This is an optimization exercise on Yosys and OpenROAD, whose aim is small area, not a production implementation. Function was checked by simulation only, so behaviour that the tests miss may differ from the original. No activity file was given, so power comes from the tool's default toggle rates.

==> flow/design.v <==
module adc_capture_pp #(
  parameter int N_CH     = 2,
  parameter int SAMPLE_W = 16,
  parameter int DEPTH    = 64,
  parameter int AW       = 1 + $clog2(DEPTH) + $clog2(N_CH)
) (
  input  logic                clk,
  input  logic                nres,
  input  logic                start_pulse,
  input  logic                stop_pulse,
  input  logic                cont,
  input  logic [2:0]          rate,
  input  logic                nDRDY,
  input  logic [N_CH-1:0]     SDIN,
  output logic                SCLK,
  output logic                nCS,
  input  logic [AW-1:0]       read_addr,
  output logic [SAMPLE_W-1:0] dout,
  output logic                write_done,
  output logic                toggle_buff,
  output logic                busy,
  output logic                overrun
);
  localparam int CW = $clog2(N_CH);
  localparam int IW = $clog2(DEPTH);
  localparam int PW = $clog2(2*SAMPLE_W + 1);
  localparam logic [PW-1:0] PH_LAST  = PW'(2*SAMPLE_W);
  localparam logic [IW-1:0] IDX_LAST = IW'(DEPTH-1);
  localparam logic [CW-1:0] CH_LAST  = CW'(N_CH-1);
  typedef enum logic [1:0] {IDLE, ARMED, XFER, WRITE} state_t;
  state_t                          state;
  logic [2:0]                      drdy_sync;
  logic                            drdy_evt;
  logic [2:0]                      hcnt, h_max;
  logic [PW-1:0]                   ph;
  logic [CW-1:0]                   wch;
  logic [IW-1:0]                   sample_idx;
  logic                            wr_half, stop_req, shift_en;
  logic [AW-1:0]                   wr_addr;
  logic [N_CH-1:0][SAMPLE_W-1:0]   shreg;
  logic [SAMPLE_W-1:0]             mem [2*N_CH*DEPTH];
  always_ff @(posedge clk or negedge nres)
    if (!nres) drdy_sync <= 3'b111;
    else       drdy_sync <= {drdy_sync[1:0], nDRDY};
  assign drdy_evt = drdy_sync[2] & ~drdy_sync[1];
  assign shift_en = (state == XFER) && (hcnt == h_max) && !ph[0] && (ph != PH_LAST);
  for (genvar g = 0; g < N_CH; g++) begin : g_lane
    adc_capture_pp_lane #(.SAMPLE_W(SAMPLE_W)) u_lane (
      .clk      (clk),
      .nres     (nres),
      .shift_en (shift_en),
      .sdin     (SDIN[g]),
      .q        (shreg[g])
    );
  end
  assign wr_addr = {wr_half, sample_idx, wch};
  always_ff @(posedge clk)
    if (state == WRITE) mem[wr_addr] <= shreg[wch];
  always_ff @(posedge clk or negedge nres)
    if (!nres) dout <= '0;
    else       dout <= mem[read_addr];
  always_ff @(posedge clk or negedge nres) begin
    if (!nres) begin
      state       <= IDLE;
      SCLK        <= 1'b0;
      nCS         <= 1'b1;
      write_done  <= 1'b0;
      toggle_buff <= 1'b0;
      busy        <= 1'b0;
      overrun     <= 1'b0;
      hcnt        <= '0;
      h_max       <= '0;
      ph          <= '0;
      wch         <= '0;
      sample_idx  <= '0;
      wr_half     <= 1'b0;
      stop_req    <= 1'b0;
    end else begin
      write_done <= 1'b0;
      case (state)
        IDLE: if (start_pulse) begin
          state      <= ARMED;
          busy       <= 1'b1;
          sample_idx <= '0;
          wr_half    <= 1'b0;
          overrun    <= 1'b0;
          stop_req   <= 1'b0;
        end
        ARMED: begin
          if (stop_pulse) begin
            state <= IDLE;
            busy  <= 1'b0;
          end else if (drdy_evt) begin
            state <= XFER;
            nCS   <= 1'b0;
            SCLK  <= 1'b0;
            hcnt  <= '0;
            ph    <= '0;
            h_max <= rate;
          end
        end
        XFER: begin
          if (drdy_evt)   overrun  <= 1'b1;
          if (stop_pulse) stop_req <= 1'b1;
          if (hcnt == h_max) begin
            hcnt <= '0;
            if (ph == PH_LAST) begin
              nCS   <= 1'b1;
              SCLK  <= 1'b0;
              wch   <= '0;
              state <= WRITE;
            end else begin
              ph   <= ph + 1'b1;
              SCLK <= ~ph[0];
            end
          end else begin
            hcnt <= hcnt + 1'b1;
          end
        end
        WRITE: begin
          if (drdy_evt)   overrun  <= 1'b1;
          if (stop_pulse) stop_req <= 1'b1;
          if (wch == CH_LAST) begin
            sample_idx <= sample_idx + 1'b1;
            if (sample_idx == IDX_LAST) begin
              write_done  <= 1'b1;
              toggle_buff <= wr_half;
              wr_half     <= ~wr_half;
            end
            if (stop_req || stop_pulse || (sample_idx == IDX_LAST && !cont)) begin
              state <= IDLE;
              busy  <= 1'b0;
            end else begin
              state <= ARMED;
            end
          end else begin
            wch <= wch + 1'b1;
          end
        end
        default: state <= IDLE;
      endcase
    end
  end
endmodule
module adc_capture_pp_lane #(
  parameter int SAMPLE_W = 16
) (
  input  logic                clk,
  input  logic                nres,
  input  logic                shift_en,
  input  logic                sdin,
  output logic [SAMPLE_W-1:0] q
);
  always_ff @(posedge clk or negedge nres)
    if (!nres)         q <= '0;
    else if (shift_en) q <= {q[SAMPLE_W-2:0], sdin};
endmodule
==> flow/run.sh <==
#!/bin/bash
# synth_recipe.tcl (not shown) runs the flow's synth.tcl, then flattens the netlist and writes it again
# the make line also repeats each setting of config.mk as NAME=value (left out here)
make -C /OpenROAD-flow-scripts/flow DESIGN_CONFIG=/design/flow/config.mk WORK_HOME=/design/flow/orfs CLKGATE_MAP_FILE= SYNTH_SCRIPT=/design/flow/synth_recipe.tcl finish
==> flow/config.mk <==
export PLATFORM = sky130hd
export DESIGN_NAME = adc_capture_pp
export DESIGN_NICKNAME = adc_capture_pp
export VERILOG_FILES = /design/flow/design.v
export SDC_FILE = /design/flow/constraint.sdc
export NUM_CORES = 4
export LEC_CHECK = 0
export CAP_MARGIN = 20
export CORE_MARGIN = 2
export CORE_UTILIZATION = 40
export SLEW_MARGIN = 20
==> flow/constraint.sdc <==
create_clock -name core_clock -period 5.0 [get_ports {clk}]
set_input_delay 1.0000 -clock core_clock [delete_from_list [all_inputs] [get_ports {clk}]]
set_output_delay 1.0000 -clock core_clock [all_outputs]
set_load 0.01 [all_outputs]
==> results.txt <==
==> cell families (layout without fill, tap and decap cells) <==
group | Yosys count | in the layout
XOR/XNOR | 10 | 10
multiplexers | 1417 | 1417
flip-flops | 4176 | 4176
AO/OA/AOI/OAI | 785 | 785
adder cells (fa/ha/maj) | 4 | 4
buffers and inverters | 464 | 1372
AND/OR/NAND/NOR | 636 | 636
other | 0 | 12
==> report_power, final <==
part	internal (mW)	total, mW	switching (mW)
clock network	17.6	31.0	13.4
logic	1.15	3.27	2.12
registers	38.2	38.4	0.160
total	56.9	72.6	15.7
==> worst paths after layout <==
| path | startpoint | to | slack [ps] | cells after the start |
|---|---|---|---|---|
| setup / recovery | state[0] | mem[210][5] | 780 | 4 |
| hold / removal | nres | async pin | 40 | 1 |
| setup reg to reg | state[0] | mem[210][5] | 780 | 4 |
| hold reg to reg | drdy_sync[0] | drdy_sync[1] | 360 | 0 |
| max in group asynchronous | nres | dout[11] | 3810 | 2 |
| min in group core_clock | drdy_sync[0] | drdy_sync[1] | 360 | 0 |
==> worst max-delay path: stages (launching register included) <==
cell and delay (ps):
sky130_fd_sc_hd__dfrtp_1 610, sky130_fd_sc_hd__and2_0 910, sky130_fd_sc_hd__nand3_2 980, sky130_fd_sc_hd__nor2_1 1080
sky130_fd_sc_hd__buf_4 350
==> layer usage <==
layer,vias to the layer above,track usage,part of all wire
met5,-,0,0.00010
met4,6,0.0798,0.042
met3,697,0.0329,0.081
met2,3922,0.337,0.48
met1,43494,0.291,0.40
li1,32835,-,-
==> sequential cells by signal, summed over array words and instances, names as in the netlist, named ones only <==
register / count
busy: 1
wch: 1
sample_idx: 6
state: 1
toggle_buff: 1
overrun: 1
dout: 16
h_max: 3
mem: 4096
stop_req: 1
wr_half: 1
ph: 6
hcnt: 3
write_done: 1
nCS: 1
SCLK: 1
g_lane.u_lane.q: 32
drdy_sync: 3
==> metrics by stage <==
step | cells | hold WS [ps] | cell area (µm²) | total power [mW] | utilization
floorplan | 7492 | 345 | 162000 | 41.0 | -
global placement | 13037 | 347 | 171000 | 42.3 | 0.425
detailed placement | 13037 | 360 | 171000 | 42.4 | 0.425
CTS | 13804 | 10.1 | 185000 | 73.1 | 0.459
global route | 13807 | 72.3 | 185000 | 74.5 | 0.459
finish | 13817 | 44.6 | 185000 | 72.6 | 0.459
==> cell usage after synthesis, types with 75 or more instances <==
cell type,number,area share
sky130_fd_sc_hd__a21oi_1,117,0.0036
sky130_fd_sc_hd__o221ai_1,177,0.0096
sky130_fd_sc_hd__clkbuf_1,202,0.0047
sky130_fd_sc_hd__mux2_2,79,0.0055
sky130_fd_sc_hd__dfrtp_1,76,0.012
sky130_fd_sc_hd__mux4_2,813,0.11
sky130_fd_sc_hd__nor2_1,287,0.0067
sky130_fd_sc_hd__o22ai_1,123,0.0048
sky130_fd_sc_hd__mux2i_1,508,0.031
sky130_fd_sc_hd__buf_2,87,0.0027
sky130_fd_sc_hd__edfxtp_1,4096,0.76
sky130_fd_sc_hd__nand2_1,138,0.0032
sky130_fd_sc_hd__nor3_1,75,0.0023
==> area by class of cell <==
type	count	area share
Sequential cell	4176	0.676
Multi-Input combinational cell	2852	0.185
Clock buffer	537	0.0605
Tap cell	5405	0.0366
Timing Repair Buffer	595	0.0287
Clock inverter	230	0.0128
Inverter	10	0.000271
Antenna cell	12	0.000162
==> run_results.csv <==
group,metric,value,unit
cells_and_area,leading_cell_type_in_the_layout_fill_and_taps_excluded,"sky130_fd_sc_hd__edfxtp_1",
detailed_routing,detailroute.via_count,80954,
timing,max_freq,237,MHz
detailed_routing,first_pass_iters,6,
placed_design,pre_cts_slack,79.9,ps
clocking,worstSkewPairLatency,1000,ps
cells_and_area,area.sequential,125000,µm²
floorplanning,placement_rows,233,
critical_path,critPathLaunchType,"flop",
timing,final.setup.tns,0,ps
placed_design,place.gp.congestion,0.906,
critical_path,critPathCaptureType,"flop",
floorplanning,floorplan.io_pins,41,
global_route,first_pass_grt_wire_length,616,mm
yosys,synth_top_family_by_area,"multiplexers",
clocking,numClockSinks,4176,
critical_path,worstPathRequired,5670,ps
yosys,syn_inst,7492,
yosys,yosys.area_share.xor_xnor,0.000541,
timing,clock-skew-final,74.9,ps
yosys,synth_edf_count,4096,
yosys,synth-simple-area-share,0.0174,
yosys,adder_cell_area_share_of_the_yosys_netlist,0.000309,
clocking,tritoncts.num_buffers,422,
yosys,post_synth_top_flop,"sky130_fd_sc_hd__edfxtp_1",
critical_path,critical_path_peak_fanout,17,
timing,tightest_slew,1310,ps
cells_and_area,final_cell_mix,"4,096 x sky130_fd_sc_hd__edfxtp_1, 813 x sky130_fd_sc_hd__mux4_2, 508 x sky130_fd_sc_hd__mux2i_1, 497 x sky130_fd_sc_hd__buf_4, 429 x sky130_fd_sc_hd__clkbuf_16",
global_route,via_count_of_the_first_global_routing_pass,80396,
global_route,grt_max_degree,143,
yosys,synth.yosys.warnings,2,
clocking,cts_hold_buf,0,
pwr,power_leakage,57.7,nW
timing,timing.final.crit_period,4220,ps
yosys,synth-async-reset-ratio,0.0192,
clocking,clkSlewWorstSetupHoldPaths,60,ps
detailed_routing,detail_route.drc_violations,0,
cells_and_area,final_layout_size_suffix_gt1_frac,0.252,
clocking,clockRootBuffer,"sky130_fd_sc_hd__clkbuf_16",
placed_design,place.detailed.hpwl,266,mm
timing,report.final.hold_viol_count,0,
clocking,tritoncts_clock_tree,"yes",
clocking,cts_repair_resize_count,0,
cells_and_area,fill_cells,33142,
cells_and_area,flow.area_growth_from_synthesis,14.2,%
clocking,ctsHtreeMaxLevel,5,
floorplanning,floorplan.initialDensity,0.402,
yosys,postSynthNetCount,7515,
pwr,power.ir.vdd_worst,276,µV
clocking,post-cts-setup-buffers,0,
detailed_routing,post_drt_wl_per_cell,31.6,µm
critical_path,critPathKind,"flop to flop",
yosys,synth_seq_area_share,0.773,
yosys,compound_gate_portion_of_the_synthesized_area,0.0367,
flow_run,cap_violations,0,
floorplanning,floorplan.die.width,640,µm
global_route,overflow,0,
global_route,grt_antenna_before_repair,28,
pwr,cellPowerDensity,393,nW/µm²
yosys,multiplexer_fraction_of_the_synthesized_cell_area,0.153,
timing,slew_headroom,0.113,
placed_design,place.port_buffers,40,
timing,final_critical_path_setup_slack,777,ps
detailed_routing,number_of_nets_with_antenna_violations_after_detailed_routing,0,
critical_path,endpoint_arrival_time_on_the_critical_path,4900,ps
yosys,synthDistinctLibCells,68,
yosys,netlist_area,162000,µm²
clocking,clockBufferDepth,4,
detailed_routing,post_drt_via_cell_ratio,5.86,
floorplanning,die_height,640,µm
yosys,synth-seq-cells,4176,
run_status,outcome,"timing/DRC/antenna clean",
detailed_routing,wirelength,437,mm
cells_and_area,combined_area_of_the_multi_input_logic_cells,34100,µm²
floorplanning,fp.coreArea,403000,µm²
worst_hold_path,timing.hold.worst.class,"primary input to async pin",
timing,finalCritPeriodShare,0.845,
global_route,gr-usage-all-layers,0.210,
timing,finalSetupViolations,0,
detailed_routing,first_drt_iteration_drcs,10429,
floorplanning,design.die.area,410000,µm²
cells_and_area,design.final.nets,8080,
yosys,syn-mean-instance-area,21.6,µm²
timing,slew_viol_final,0,
timing,grt_setup_unrepaired,"false",

-- separate check: timing with driven ports --
The flow's constraints put no driver on any port. The routed layout listed below was extracted and timed again, unchanged, in two steps.
Step 1 (the two cells are an assumption about what drives the block):
set clk [get_ports {clk}]
set_driving_cell -lib_cell sky130_fd_sc_hd__clkbuf_16 $clk
set_driving_cell -lib_cell sky130_fd_sc_hd__buf_2 [delete_from_list [all_inputs] $clk]
Step 2, shift: input delay + t, output delay - t, t = (earliest + latest rising clock arrival at the registers) / 2. This alone moves slack from input paths to output paths.
Three values: no drivers, after step 1, after step 2; two values: the first two.
t, ns: 1.064
slack for setup (ns): 0.777 / 0.777 / 0.009
hold slack, ns: 0.045 / -0.036 / 0.364
worst setup path at the end: input to register
clock arrival spread, ns: 0.081 / 0.080
worst slew at a driven data input, ns: 0.26
After both steps setup and hold are still met in this run. For this run, drivers alone change the setup slack by 0.000 ns; drivers and shift together by -0.768 ns.
